What follows belongs to an exercise in optimizing a design on an open flow for small area, a short achievable clock period and few clock cycles per item; a production flow would make more cautious choices.
Where RTL was checked, it was by simulation tests only, not by an equivalence proof against the original.
Power figures rest on the tool's default switching activity, not on a simulated workload.

== v16 ==
## mac_stream_seq
module mac_stream_seq (
  input  logic        clk,
  input  logic        rst,
  input  logic        in_valid,
  output logic        in_ready,
  input  logic [15:0] in_data,
  input  logic [15:0] in_weight,
  input  logic [15:0] bias,
  output logic        out_valid,
  input  logic        out_ready,
  output logic [15:0] out_res
);
Size in the first run: about 160 flip-flops, roughly 70 I/O pins, ~11000 um2 of cells after synthesis.
clock: 10.0 ns
lec_check: 0
cap_margin: 20
core_margin: 2
core_utilization: 40
cts_buf_list: sky130_fd_sc_hd__clkbuf_4 sky130_fd_sc_hd__clkbuf_8
cts_cluster_diameter: 25
gpl_routability_driven: 0
slew_margin: 20
standard.sh (not shown) runs the stock make flow with config.mk's settings and CLKGATE_MAP_FILE= SYNTH_SCRIPT=/design/flow/synth_recipe.tcl, a recipe that flattens the netlist after the stock synthesis.
==> flow/flow/run.sh <==
#!/bin/bash
# Standard synthesis, then the standard layout with: port buffers of a fixed small cell type,
# and repair_timing aiming below the clock period (a larger setup slack margin).
set -euo pipefail
bash standard.sh synth > synth.log 2>&1
bash standard.sh SETUP_SLACK_MARGIN=6.9 'BUFFER_PORTS_ARGS=-buffer_cell sky130_fd_sc_hd__buf_1' finish > layout.log 2>&1
v16 | status: complete | timing, DRC, antenna: pass
Testbench counts of v16, summed over its fixed seeds: cycles 15,400, items 320.
What v43 does differently from v16 at the input level:
- clearing GPL_ROUTABILITY_DRIVEN, which used to be 0
## What came out
Diff v16..v43 | met1 usage | unchanged
Comparing v16 against v43, there is no change at all in placement row count.
v43 -> v16: worst hold slack across all endpoints delta 0, exact match
Diff v16..v43 | period utilization | negligible
Reported for v16 and v43, number of buffers inserted for hold repair after clock tree synthesis turned out identical to the last digit.
The inputs of v8 differ from those of v43 as listed below.
diff --git a/flow/flow/run.sh b/flow/flow/run.sh
--- a/flow/flow/run.sh
+++ b/flow/flow/run.sh
@@ -5,2 +5,2 @@
 bash standard.sh synth > synth.log 2>&1
-bash standard.sh SETUP_SLACK_MARGIN=6.9 'BUFFER_PORTS_ARGS=-buffer_cell sky130_fd_sc_hd__buf_1' finish > layout.log 2>&1
+bash standard.sh SETUP_SLACK_MARGIN=7.0 'BUFFER_PORTS_ARGS=-buffer_cell sky130_fd_sc_hd__buf_1' finish > layout.log 2>&1
## What came out
Reg2reg setup slack for v8: 30 ps up relative to v43
The global-route usage was comparable across v8 and v43.
Relative to v43, v8 degrades routed wire length.
v8 and v43 ended up with nearly the same power density of the placed cells.
For v9, these inputs were changed with respect to v8:
diff --git a/flow/flow/run.sh b/flow/flow/run.sh
--- a/flow/flow/run.sh
+++ b/flow/flow/run.sh
@@ -5,2 +5,2 @@
 bash standard.sh synth > synth.log 2>&1
-bash standard.sh SETUP_SLACK_MARGIN=7.0 'BUFFER_PORTS_ARGS=-buffer_cell sky130_fd_sc_hd__buf_1' finish > layout.log 2>&1
+bash standard.sh SETUP_SLACK_MARGIN=6.8 'BUFFER_PORTS_ARGS=-buffer_cell sky130_fd_sc_hd__buf_1' finish > layout.log 2>&1
[summary]
- Going from v8 to v9, final cell count now sits lower; total met2 wirelength after detailed routing -about 4%; ratio of final minimum period to clock period higher.
- Per the comparison of v9 with v8, smallest setup slack after layout saw a decrease, summed area of non-filler cells in the final layout saw a decrease.


== run 1 ==
mac_stream_seq, a different RTL version from the one above (not shown whole).
Size in the first run: roughly 1100 cells after synthesis, ~160 flip-flops, about 0.011 sq mm of cells after synthesis.
export LEC_CHECK = 0
export CAP_MARGIN = 20
export CORE_MARGIN = 2
export CORE_UTILIZATION = 40
export CTS_BUF_LIST = sky130_fd_sc_hd__clkbuf_4 sky130_fd_sc_hd__clkbuf_8
export SLEW_MARGIN = 20
create_clock -name core_clock -period 10.0 [get_ports {clk}]
==> flow/flow/run.sh <==
#!/bin/bash
# Standard synthesis, then the standard layout with: port buffers of a fixed small cell type,
# and repair_timing aiming below the clock period (a larger setup slack margin).
set -euo pipefail
bash standard.sh synth > synth.log 2>&1
bash standard.sh SETUP_SLACK_MARGIN=7.3 'BUFFER_PORTS_ARGS=-buffer_cell sky130_fd_sc_hd__buf_2' finish > layout.log 2>&1
Run 1 ran to completion and came out clean on the timing, DRC and antenna checks.
Input changes introduced in run 2 (baseline for comparison: run 1):
-- flow/flow/run.sh --
<<< run 1, line 6
bash standard.sh SETUP_SLACK_MARGIN=7.3 'BUFFER_PORTS_ARGS=-buffer_cell sky130_fd_sc_hd__buf_2' finish > layout.log 2>&1
>>> run 2, line 6
bash standard.sh SETUP_SLACK_MARGIN=6.6 'BUFFER_PORTS_ARGS=-buffer_cell sky130_fd_sc_hd__buf_2' finish > layout.log 2>&1
## What came out
The fraction of standard cell area in multi-input logic of run 2 is higher than that of run 1. Run 2 vs run 1: critical path data required time down. Run 2 — power in sequential cells about 0.7% higher, run 1 as reference. Run 2 vs run 1: share of the clock period used by the worst path after layout up. On run 2: met2 wire length is 1.6 mm lower than what run 1 gave.
Setup changes, run 2 to run 3
Settings: CTS_BUF_LIST no longer set, was sky130_fd_sc_hd__clkbuf_4 sky130_fd_sc_hd__clkbuf_8.
==> flow/run.sh (new file) <==
#!/bin/bash
# synth_recipe.tcl (not shown) runs the flow's synth.tcl, then flattens the netlist and writes it again
# the make line also repeats each setting of config.mk as NAME=value (left out here)
make -C /OpenROAD-flow-scripts/flow DESIGN_CONFIG=/design/flow/config.mk WORK_HOME=/design/flow/orfs CLKGATE_MAP_FILE= SYNTH_SCRIPT=/design/flow/synth_recipe.tcl finish
removed: flow/flow/run.sh
removed: flow/standard.sh
Findings:
From run 2 to run 3 the numbers moved as follows: fraction of area in multi-input gates went down by 2.1 points; number of clock buffers in the layout went up by 3; compound-cell area share of the yosys netlist was more or less identical; total power went up by 4.7%; critical path buffer and inverter count went up by 2. Run comparison: run 3 most common cell after layout, fill and taps aside dfxtp_1; run 2 most common cell after layout, fill and taps aside a22oi_1. Taking run 2 as the reference, in run 3 post-detailed-routing wire length neither gained nor lost much; routed wire length on met3 went down about 15%.
## Diff of input files: run 4 against run 3
Settings: an added CTS_BUF_LIST of sky130_fd_sc_hd__clkbuf_4 sky130_fd_sc_hd__clkbuf_8.
Findings:
Count of cell instances traversed by the critical path in run 4 is 2 below run 3.
Of run 3 and run 4, run 4 shows the lower clock share of power, with run 3 above it.
As of run 4, sum of routed wire length over all layers had risen slightly compared to run 3.
In the metrics for run 3 and run 4, the one carrying the higher maximum vdd drop is run 3.
Cell area after layout in run 4 is 1.4% below run 3.
In the metrics for run 3 and run 4, the one carrying the higher synthesis-to-finish area growth is run 3.
Any difference in first-pass GRT wire length between run 4 and run 3 is small enough to ignore.
In summary, run 4 completed successfully, with a layout that passed the timing, DRC and antenna checks.
Run 3 was carried through to the last stage, and its layout satisfied the timing, DRC and antenna checks.
Run 4 reports a lower core utilization of the finished layout than run 3 does.
Sum of internal, switching and leakage power came out lower on run 4 than on run 3.
Number of pins exceeding their max-slew limit in the final report: run 3 vs run 4, no meaningful difference
No functional check of the RTL was part of any run of this note.


mac_stream_seq, a different RTL version from the one above (not shown whole).
For scale: about 980 cells after synthesis, about 160 flip-flops, roughly 0.010 sq mm of cells after synthesis.
Settings: LEC_CHECK=0, CAP_MARGIN=20, CORE_MARGIN=2, CORE_UTILIZATION=40, CTS_BUF_LIST=sky130_fd_sc_hd__clkbuf_4 sky130_fd_sc_hd__clkbuf_8, CTS_CLUSTER_SIZE=10, SLEW_MARGIN=20; clock period 10.0 ns.
==> flow/flow/run.sh <==
#!/bin/bash
# Standard synthesis, then the standard layout with: port buffers of a fixed small cell type,
# and repair_timing aiming below the clock period (a larger setup slack margin).
set -euo pipefail
bash standard.sh synth > synth.log 2>&1
bash standard.sh SETUP_SLACK_MARGIN=6.8 'BUFFER_PORTS_ARGS=-buffer_cell sky130_fd_sc_hd__buf_2' finish > layout.log 2>&1
Edit:
CTS_BUF_LIST = sky130_fd_sc_hd__clkbuf_8 sky130_fd_sc_hd__clkbuf_16   (was sky130_fd_sc_hd__clkbuf_4 sky130_fd_sc_hd__clkbuf_8)
CTS_CLUSTER_SIZE = unset   (was 10)
Clock-buffer cell count stays the same.
Design area climbs by 1.5%.
Sequential power barely changes.
Power climbs by 6.1%.
Critical path depth drops by 2.
Setup slack improved by 0.0080 ns.
Cell count is about the same.
Via count does not change.
Non-clock buffer count drops by 2.
Routed wire length climbs by 0.56%.
No functional check of the RTL was part of any run of this note.


mac_stream_seq, a different RTL version from the one above (not shown whole).
For scale: roughly 1,000 cells after synthesis, about 160 flip-flops, about 70 I/O pins.
Settings: LEC_CHECK=0, CAP_MARGIN=20, CORE_MARGIN=2, CORE_UTILIZATION=40, CTS_BUF_LIST=sky130_fd_sc_hd__clkbuf_4 sky130_fd_sc_hd__clkbuf_8, SLEW_MARGIN=20; clock period 10.0 ns.
Scripts as last shown in full above: flow/flow/run.sh
The starting point passed the timing, DRC and antenna checks.
Testbench counts at the start, summed over its fixed seeds: cycles 15,400, items 320.
Rerun with:
==> flow/flow/run.sh (replaced) <==
#!/bin/bash
# Standard synthesis, then the standard layout with: port buffers of a fixed small cell type,
# and repair_timing aiming below the clock period (a larger setup slack margin).
set -euo pipefail
bash standard.sh synth > synth.log 2>&1
bash standard.sh SETUP_SLACK_MARGIN=7.0 'BUFFER_PORTS_ARGS=-buffer_cell sky130_fd_sc_hd__buf_2' finish > layout.log 2>&1
Effect: The changed run completed without violations. Design area climbs by 4.5%. Global-route usage went up by 1.2 points. Clock power shrinks by about 2%. Maximum frequency increases by 2.5%. Die area is unchanged. Worst setup slack improves by 0.076 ns. Cell count came out higher by 2.6%. Clock skew fell by 0.0039 ns.


Another version of the RTL of mac_stream_seq (not shown whole).
Size: ~1,000 cells after synthesis, roughly 70 I/O pins, ~11,000 sq um of cells after synthesis.
Settings: LEC_CHECK=0, CAP_MARGIN=20, CORE_MARGIN=2, CORE_UTILIZATION=65, SLEW_MARGIN=20; clock period 10.0 ns.
run.sh (not shown) runs the stock make flow with config.mk's settings and CLKGATE_MAP_FILE= SYNTH_SCRIPT=/design/flow/synth_recipe.tcl, a recipe that flattens the netlist after the stock synthesis.
Stock flow here: none of the scripts above is used.
The baseline produced a clean layout.
Testbench counts at the start, summed over its fixed seeds: cycles 15,400, items 320.
==> next run, changes <==
--- a/flow/config.mk
+++ b/flow/config.mk
@@ -9,3 +9,3 @@
 export CORE_MARGIN = 2
-export CORE_UTILIZATION = 65
+export CORE_UTILIZATION = 40
 export SLEW_MARGIN = 20
Result:
- The new run finished with timing, DRC and antenna clean
- via count falls by about 2.4%
- cell area rises by 1.4%
- flip-flop and latch count does not change
- die area rises by 60%
- first-iteration DRC count falls by 24%
- clock power rises by about 2%
- register-to-register slack improved by 30 ps
- synthesized area is unchanged
- power is about the same
- global-route usage falls by 9.0 points
- fmax rises by about 1%
==> next run, changes <==
==> flow/flow/run.sh (new file) <==
#!/bin/bash
# Standard synthesis, then the standard layout with repair_timing aiming below the clock period.
set -euo pipefail
bash standard.sh synth > synth.log 2>&1
bash standard.sh SETUP_SLACK_MARGIN=6.8 finish > layout.log 2>&1
==> flow/standard.sh (new file) <==
#!/bin/bash
# synth_recipe.tcl (not shown) runs the flow's synth.tcl, then flattens the netlist and writes it again
# the make line also repeats each setting of config.mk as NAME=value (left out here)
make -C /OpenROAD-flow-scripts/flow DESIGN_CONFIG=/design/flow/config.mk WORK_HOME=/design/flow/orfs CLKGATE_MAP_FILE= SYNTH_SCRIPT=/design/flow/synth_recipe.tcl "${@:-finish}"
removed: flow/run.sh
What happened: The new run completed without violations. Clock skew falls by 5.7 ps. Hold slack hardly moves. Worst setup slack is better by 360 ps.

==> static timing again, ports no longer ideal <==
No port has a modelled driver above. Below, the same layouts with a new extraction and two added sets of constraints.
Step 1, drivers: a clkbuf_16 drives clk and a buf_2 each remaining input, both assumed.
Step 2, shift: input delay + t, output delay - t, t = (earliest + latest rising clock arrival at the registers) / 2. This alone moves slack from input paths to output paths.
a / b / c = no drivers / after step 1 / after step 2; a / b = the first two.
run | t (ns) | slack for setup (ns) | hold WS [ns] | worst setup path after step 2 | worst register clock-pin slew, ns
v16 | 0.506 | 7.017 / 6.971 / 6.591 | 0.446 / 0.446 / 0.446 | input to register | 0.11 / 0.11
v43 | 0.506 | 7.017 / 6.971 / 6.591 | 0.446 / 0.446 / 0.446 | input to register | 0.11 / 0.11
v8 | 0.502 | 7.009 / 6.967 / 6.611 | 0.447 / 0.447 / 0.447 | input to register | 0.10 / 0.10
v9 | 0.500 | 6.932 / 6.932 / 6.579 | 0.434 / 0.434 / 0.434 | input to register | 0.11 / 0.11
run 1 | 0.526 | 6.915 / 6.915 / 6.915 | 0.432 / 0.432 / 0.432 | register to register | 0.11 / 0.11
run 2 | 0.492 | 6.798 / 6.798 / 6.464 | 0.435 / 0.435 / 0.435 | input to register | 0.11 / 0.11
run 3 | 0.475 | 6.450 / 6.450 / 6.272 | 0.435 / 0.435 / 0.435 | input to register | 0.08 / 0.08
run 4 | 0.498 | 6.471 / 6.459 / 6.274 | 0.443 / 0.443 / 0.443 | input to register | 0.11 / 0.11
the first run of note 3 | 0.499 | 6.883 / 6.849 / 6.643 | 0.446 / 0.446 / 0.446 | input to register | 0.13 / 0.13
the second run of note 3 | 0.478 | 6.891 / 6.851 / 6.633 | 0.439 / 0.439 / 0.439 | input to register | 0.09 / 0.09
the first run of note 4 | 0.514 | 6.895 / 6.850 / 6.562 | 0.447 / 0.447 / 0.447 | input to register | 0.11 / 0.11
the second run of note 4 | 0.501 | 6.971 / 6.930 / 6.658 | 0.434 / 0.434 / 0.434 | input to register | 0.11 / 0.11
the first run of note 5 | 0.468 | 6.502 / 6.502 / 6.424 | 0.435 / 0.435 / 0.435 | input to register | 0.07 / 0.07
the second run of note 5 | 0.471 | 6.535 / 6.535 / 6.454 | 0.440 / 0.440 / 0.440 | input to register | 0.08 / 0.08
the third run of note 5 | 0.469 | 6.892 / 6.867 / 6.444 | 0.437 / 0.437 / 0.437 | input to register | 0.07 / 0.07
After both steps setup and hold are still met in every run listed. For the third run of note 5, which loses most, drivers alone change the setup slack by -0.025 ns; drivers and shift together by -0.448 ns.
